Background: an optimization exercise with open tools, aiming at small area. Do not read the settings as production practice.
Function was checked by simulation only, so behaviour that the tests miss may differ from the original.
No activity file was given, so power comes from the tool's default toggle rates.

`config.mk`:
```
export PLATFORM = sky130hd
export DESIGN_NAME = jtpang_objdma
export DESIGN_NICKNAME = jtpang_objdma
export VERILOG_FILES = /design/flow/design.v
export SDC_FILE = /design/flow/constraint.sdc
export NUM_CORES = 4
export LEC_CHECK = 0
export CAP_MARGIN = 20
export CORE_MARGIN = 2
export CORE_UTILIZATION = 45
export SLEW_MARGIN = 20
```
`constraint.sdc`:
```
create_clock -name core_clock -period 5.0 [get_ports {clk}]
set_input_delay 1.0000 -clock core_clock [delete_from_list [all_inputs] [get_ports {clk}]]
set_output_delay 1.0000 -clock core_clock [all_outputs]
set_load 0.01 [all_outputs]
```
`design.v`:
```
package jtpang_pkg;
  localparam int          OBJ_AW   = 9;
  localparam int unsigned OBJ_LAST = 'h1FF;
  typedef enum logic [1:0] {IDLE, REQ, XFER, LAST} obj_st_t;
endpackage
module jtframe_dual_ram #(
  parameter int DW = 8,
  parameter int AW = 9
)(
  input  logic          clk,
  input  logic [DW-1:0] data0,
  input  logic [AW-1:0] addr0,
  input  logic          we0,
  input  logic [AW-1:0] addr1,
  output logic [DW-1:0] q1
);
  logic [DW-1:0] mem [2**AW];
  always_ff @(posedge clk) begin
    if (we0) mem[addr0] <= data0;
    q1 <= mem[addr1];
  end
endmodule
module jtpang_objdma #(
  parameter int          AW   = jtpang_pkg::OBJ_AW,
  parameter int unsigned LAST = jtpang_pkg::OBJ_LAST
)(
  input  logic            clk,
  input  logic            rst,
  input  logic            cen,
  input  logic            LVBL,
  input  logic            dma_go,
  output logic            busrq,
  input  logic            busak_n,
  output logic            dma_busy,
  output logic [AW-1:0]   dma_addr,
  input  logic [7:0]      dma_din,
  input  logic [AW-1:0]   rd_addr,
  output logic [7:0]      rd_data
);
  localparam logic [AW-1:0] LAST_A = AW'(LAST);
  jtpang_pkg::obj_st_t r_st, w_st_nxt;
  logic [AW-1:0] r_addr, w_addr_nxt, w_waddr;
  logic          r_busrq, w_busrq_nxt, r_busy, w_busy_nxt, r_first, w_first_nxt;
  logic          r_pend, r_go_l, w_take, w_we, w_start_ok;
  assign w_start_ok = ~LVBL;
  always_ff @(posedge clk) begin
    r_go_l <= dma_go;
    if (rst)                   r_pend <= 1'b0;
    else if (dma_go & ~r_go_l) r_pend <= 1'b1;
    else if (w_take)           r_pend <= 1'b0;
  end
  always_ff @(posedge clk) begin
    if (rst) begin
      r_st    <= jtpang_pkg::IDLE;
      r_addr  <= '0;
      r_busrq <= 1'b0;
      r_busy  <= 1'b0;
      r_first <= 1'b0;
    end else if (cen) begin
      r_st    <= w_st_nxt;
      r_addr  <= w_addr_nxt;
      r_busrq <= w_busrq_nxt;
      r_busy  <= w_busy_nxt;
      r_first <= w_first_nxt;
    end
  end
  always_comb begin
    w_st_nxt    = r_st;
    w_addr_nxt  = r_addr;
    w_busrq_nxt = r_busrq;
    w_busy_nxt  = r_busy;
    w_first_nxt = r_first;
    w_take      = 1'b0;
    w_we        = 1'b0;
    w_waddr     = r_addr - AW'(1);
    case (r_st)
      jtpang_pkg::IDLE: if (r_pend && w_start_ok) begin
        w_take      = cen;
        w_st_nxt    = jtpang_pkg::REQ;
        w_addr_nxt  = '0;
        w_busrq_nxt = 1'b1;
        w_busy_nxt  = 1'b1;
        w_first_nxt = 1'b1;
      end
      jtpang_pkg::REQ: if (!busak_n) w_st_nxt = jtpang_pkg::XFER;
      jtpang_pkg::XFER: if (!busak_n) begin
        w_we        = cen & ~rst & ~r_first;
        w_first_nxt = 1'b0;
        if (r_addr == LAST_A) w_st_nxt = jtpang_pkg::LAST;
        else                  w_addr_nxt = r_addr + AW'(1);
      end
      default: if (!busak_n) begin
        w_we        = cen & ~rst;
        w_waddr     = r_addr;
        w_st_nxt    = jtpang_pkg::IDLE;
        w_busrq_nxt = 1'b0;
        w_busy_nxt  = 1'b0;
      end
    endcase
  end
  assign busrq    = r_busrq;
  assign dma_busy = r_busy;
  assign dma_addr = r_addr;
  jtframe_dual_ram #(.DW(8), .AW(AW)) u_buf (
    .clk   (clk),
    .data0 (dma_din),
    .addr0 (w_waddr),
    .we0   (w_we),
    .addr1 (rd_addr),
    .q1    (rd_data)
  );
endmodule
```
`run.sh`:
```
#!/bin/bash
# synth_recipe.tcl (not shown) runs the flow's synth.tcl, then flattens the netlist and writes it again
# the make line also repeats each setting of config.mk as NAME=value (left out here)
make -C /OpenROAD-flow-scripts/flow DESIGN_CONFIG=/design/flow/config.mk WORK_HOME=/design/flow/orfs CLKGATE_MAP_FILE= SYNTH_SCRIPT=/design/flow/synth_recipe.tcl finish
```
==> summary.txt <==
-- cell families after synthesis --
family                     Yosys count
buffers and inverters              532
xor gates and xnor gates            15
AOI/OAI and AO/OA                  984
adders and majority gates            8
muxes                             1437
and+or+nand+nor                   1073
DFF                               4119
-- stage by stage --
step | std cells | hold WS, ps | setup TNS [ps] | setup WS [ps] | total power (µW)
3_3_place_gp | 13340 | 461.8 | -82.38 | -82.38 | 42200
2_1_floorplan | 8168 | 448.7 | 0 | 1612 | 40440
6_report | 14100 | 476.7 | 0 | 829.7 | 71790
3_5_place_dp | 13340 | 473.8 | -91.76 | -91.76 | 42250
5_1_grt | 14100 | 488.0 | 0 | 847.3 | 73670
4_1_cts | 14090 | 432.4 | 0 | 924.3 | 72230
-- where the power goes --
part	switching, µW	total, µW	internal, µW	leakage, µW
Combinational	2300	3510	1220	0.0170
Clock	12900	30300	17300	0.00640
Sequential	37.3	38000	38000	0.0370
-- registers in the layout, indices dropped and copies added (netlist names) --
signal     flops
r_addr         9
r_first        1
r_st           2
r_go_l         1
r_busy         1
u_buf.q1       8
u_buf.mem   4096
r_pend         1
-- placed cells by master (no fill, tap or decap), types with 40 or more instances in the layout --
| cell type | count |
|---|---|
| nor3_1 | 83 |
| bufinv_16 | 42 |
| mux4_2 | 671 |
| a21oi_1 | 197 |
| clkinv_2 | 78 |
| edfxtp_1 | 4096 |
| mux2i_1 | 726 |
| o22ai_1 | 198 |
| mux2_2 | 40 |
| buf_4 | 800 |
| clkinv_1 | 98 |
| nor2_1 | 638 |
| clkbuf_1 | 85 |
| o221ai_1 | 338 |
| o21ai_0 | 80 |
| a22oi_1 | 63 |
| buf_12 | 100 |
| nand2_1 | 139 |
| clkbuf_16 | 413 |
-- layer usage --
metal	up-vias	wire, µm
li1	35580	-
met1	44790	178200
met2	3882	207900
met3	632	34220
met4	4	13730
met5	-	26
-- synth_stat cells, drive strengths merged (11+ instances only) --
| cell type | instances |
|---|---|
| a211oi | 25 |
| a21oi | 199 |
| a22oi | 63 |
| and2 | 17 |
| and3 | 20 |
| buf | 261 |
| clkbuf | 259 |
| dfxtp | 23 |
| edfxtp | 4096 |
| inv | 11 |
| mux2 | 40 |
| mux2i | 726 |
| mux4 | 671 |
| nand2 | 164 |
| nand3 | 36 |
| nand4 | 32 |
| nor2 | 642 |
| nor3 | 84 |
| nor4 | 27 |
| o21ai | 80 |
| o221ai | 338 |
| o22ai | 198 |
| o31ai | 13 |
| or2 | 12 |
-- path summary, 6_finish.rpt --
kind / slack (ps) / to / cells after the start / start
worst max-delay path: 830 / u_buf.q1[4] / 11 / rd_addr[0]
worst max register to register: 1170 / u_buf.mem[240][1] / 8 / r_st[0]
worst min-delay path: 480 / u_buf.mem[283][6] / 1 / dma_din[6]
worst min register to register: 480 / r_pend / 2 / r_pend
-- layout make-up --
type	count	area (µm²)
Fill cell	27980	169800
Sequential cell	4119	123500
Multi-Input combinational cell	3517	34820
Clock buffer	498	10650
Timing Repair Buffer	941	8486
Tap cell	4751	5944
Clock inverter	254	2465
Inverter	12	55.05
Antenna cell	8	20.02
==> results_dict.tcl <==
set metrics [dict create \
    outcome "complete, no violations" \
    worstPathMaxFanout 67 \
    synth_top_family_by_area "multiplexers" \
    async_flop_share_pct 0 \
    cp_top_family "simple AND/OR/NAND/NOR gates" \
    nNetsFinal 9032 \
    postCtsSetupBuffers 0 \
    hold_path.class "in2reg" \
    setup_violations 0 \
    timing_worst_setup_path_type "in2reg" \
    worstMarginPinSlew_ps 1119 \
    avgSynthCellArea_um2 19.68 \
    hold_viol 0 \
    fmax_ghz 0.2398 \
    cp_common_cell "buf_12" \
    synth_xor_area_share_pct 0.08172 \
    slew_headroom_pct 25.43 \
    cts_buffer_depth 4 \
    crit_chain "buf_16 > buf_12 > buf_12 > buf_4 > mux2i_1 > o221ai_1 > a21oi_1 > a211oi_1 > nand4_1 > nor3_1 > and3_1" \
    dr_total_vias 84890 \
    synth_fp_nets 8199 \
    die-area_mm2 0.3620 \
    drt-total-wl_um 434100 \
    clock_latency_ps 990 \
    final_util_pct 52.27 \
    die_w_um 601.7 \
    top_usage_layer "met2" \
    synth_area_mm2 0.1608 \
    finalClockSkew_ps 69.25 \
    rsz0062_at_grt "false" \
    seq_area_frac_synth_pct 76.80 \
    cts_hold_buf 0 \
    postSynthCellCount 8168 \
    gp_congestion 0.8956 \
    synthSimpleGateAreaFrac_pct 2.884 \
    wl_per_cell_um 30.79 \
    grt_pass1_vias 84390 \
    htree_num_levels 5 \
    fin_area_mm2 0.1859 \
    grt_antenna_before_repair 17 \
    leakagePower_uw 0.06040 \
    synth_edf_count 4096 \
    clk_pin_slew_ps 60 \
    cp.required_ps 5890 \
    synth_area_leader_cell "edfxtp_1" \
    max-cap-violations 0 \
    cts-root-buf "clkbuf_16" \
    vdd_drop_max_mv 0.3299 \
    yosysTopAreaCellShare_pct 76.51 \
    cts-resized-gates 0 \
    ant_nets 0 \
    port_buffers 41 \
    use_met3_pct 3.733 \
    slowest_stage "nor3_1" \
    p_per_area_mw_per_mm2 386.2 \
    period_share_pct 83.41 \
    drt_iter0_drc 10790 \
    track_usage_pct 23.56 \
    hpwl_um 273600 \
    drc 0 \
    placementRows 219 \
    finalCriticalPeriod_ps 4170 \
    synth_area_leaders "edfxtp_1 (77%), mux4_2 (9.4%), mux2i_1 (4.5%), o221ai_1 (1.8%), nor2_1 (1.5%)" \
    grt-ovfl-total 0 \
    endpoint_kind "flip-flop" \
    met1_usage_pct 33.30 \
    crit_buf_inv 4 \
    use_met2_pct 37.87 \
    tritoncts "yes" \
    post_drt_via_cell_ratio 6.021 \
    grt_pass1_wl_um 618400 \
    syn2layout_area_growth_pct 15.64 \
    core_mm2 0.3557 \
    cts_buffers 410 \
    synth_compound_area_share_pct 4.307 \
    ys_seq_elements 4119 \
    io_pins 42 \
    ys_warn_count 2 \
    startpoint_type "primary input" \
    clock_sinks 4119 \
    drive_gt1_share_pct 24.14 \
    muxShareOfSynthArea_pct 14.20 \
    synthFlopType "edfxtp_1" \
    synthAdderAreaFrac_pct 0.06226 \
    slowest_delay_ps 890 \
    cp.arrival_ps 5060 \
    grt_max_degree 113 \
    first_pass_iters 6 \
    slew_viol_final 0 \
    die_h_um 601.7 \
    initial_core_util_pct 45.20 \
    postPlaceCellArea_mm2 0.1728 \
    ys_types 72 \
]

-- port drivers added, routing unchanged --
How much do the figures lean on ideal ports? The routed layout below was timed once more, with nothing changed but the port constraints. Step 1 (the two cells are an assumption about what drives the block):
set clk [get_ports {clk}]
set_driving_cell -lib_cell sky130_fd_sc_hd__clkbuf_16 $clk
set_driving_cell -lib_cell sky130_fd_sc_hd__buf_2 [delete_from_list [all_inputs] $clk]
Step 2, shift: input delay + t, output delay - t, t = (earliest + latest rising clock arrival at the registers) / 2. This alone moves slack from input paths to output paths. a / b / c = no drivers / after step 1 / after step 2; a / b = the first two.
t (ns): 1.054
setup WS [ns]: 0.830 / 0.845 / -0.210
latest minus earliest clock arrival (ns): 0.075 / 0.075
Met with ideal ports but missed after step 2: setup timing in this run. The setup slack of this run moves by +0.015 ns with the drivers and by -1.040 ns with both steps.
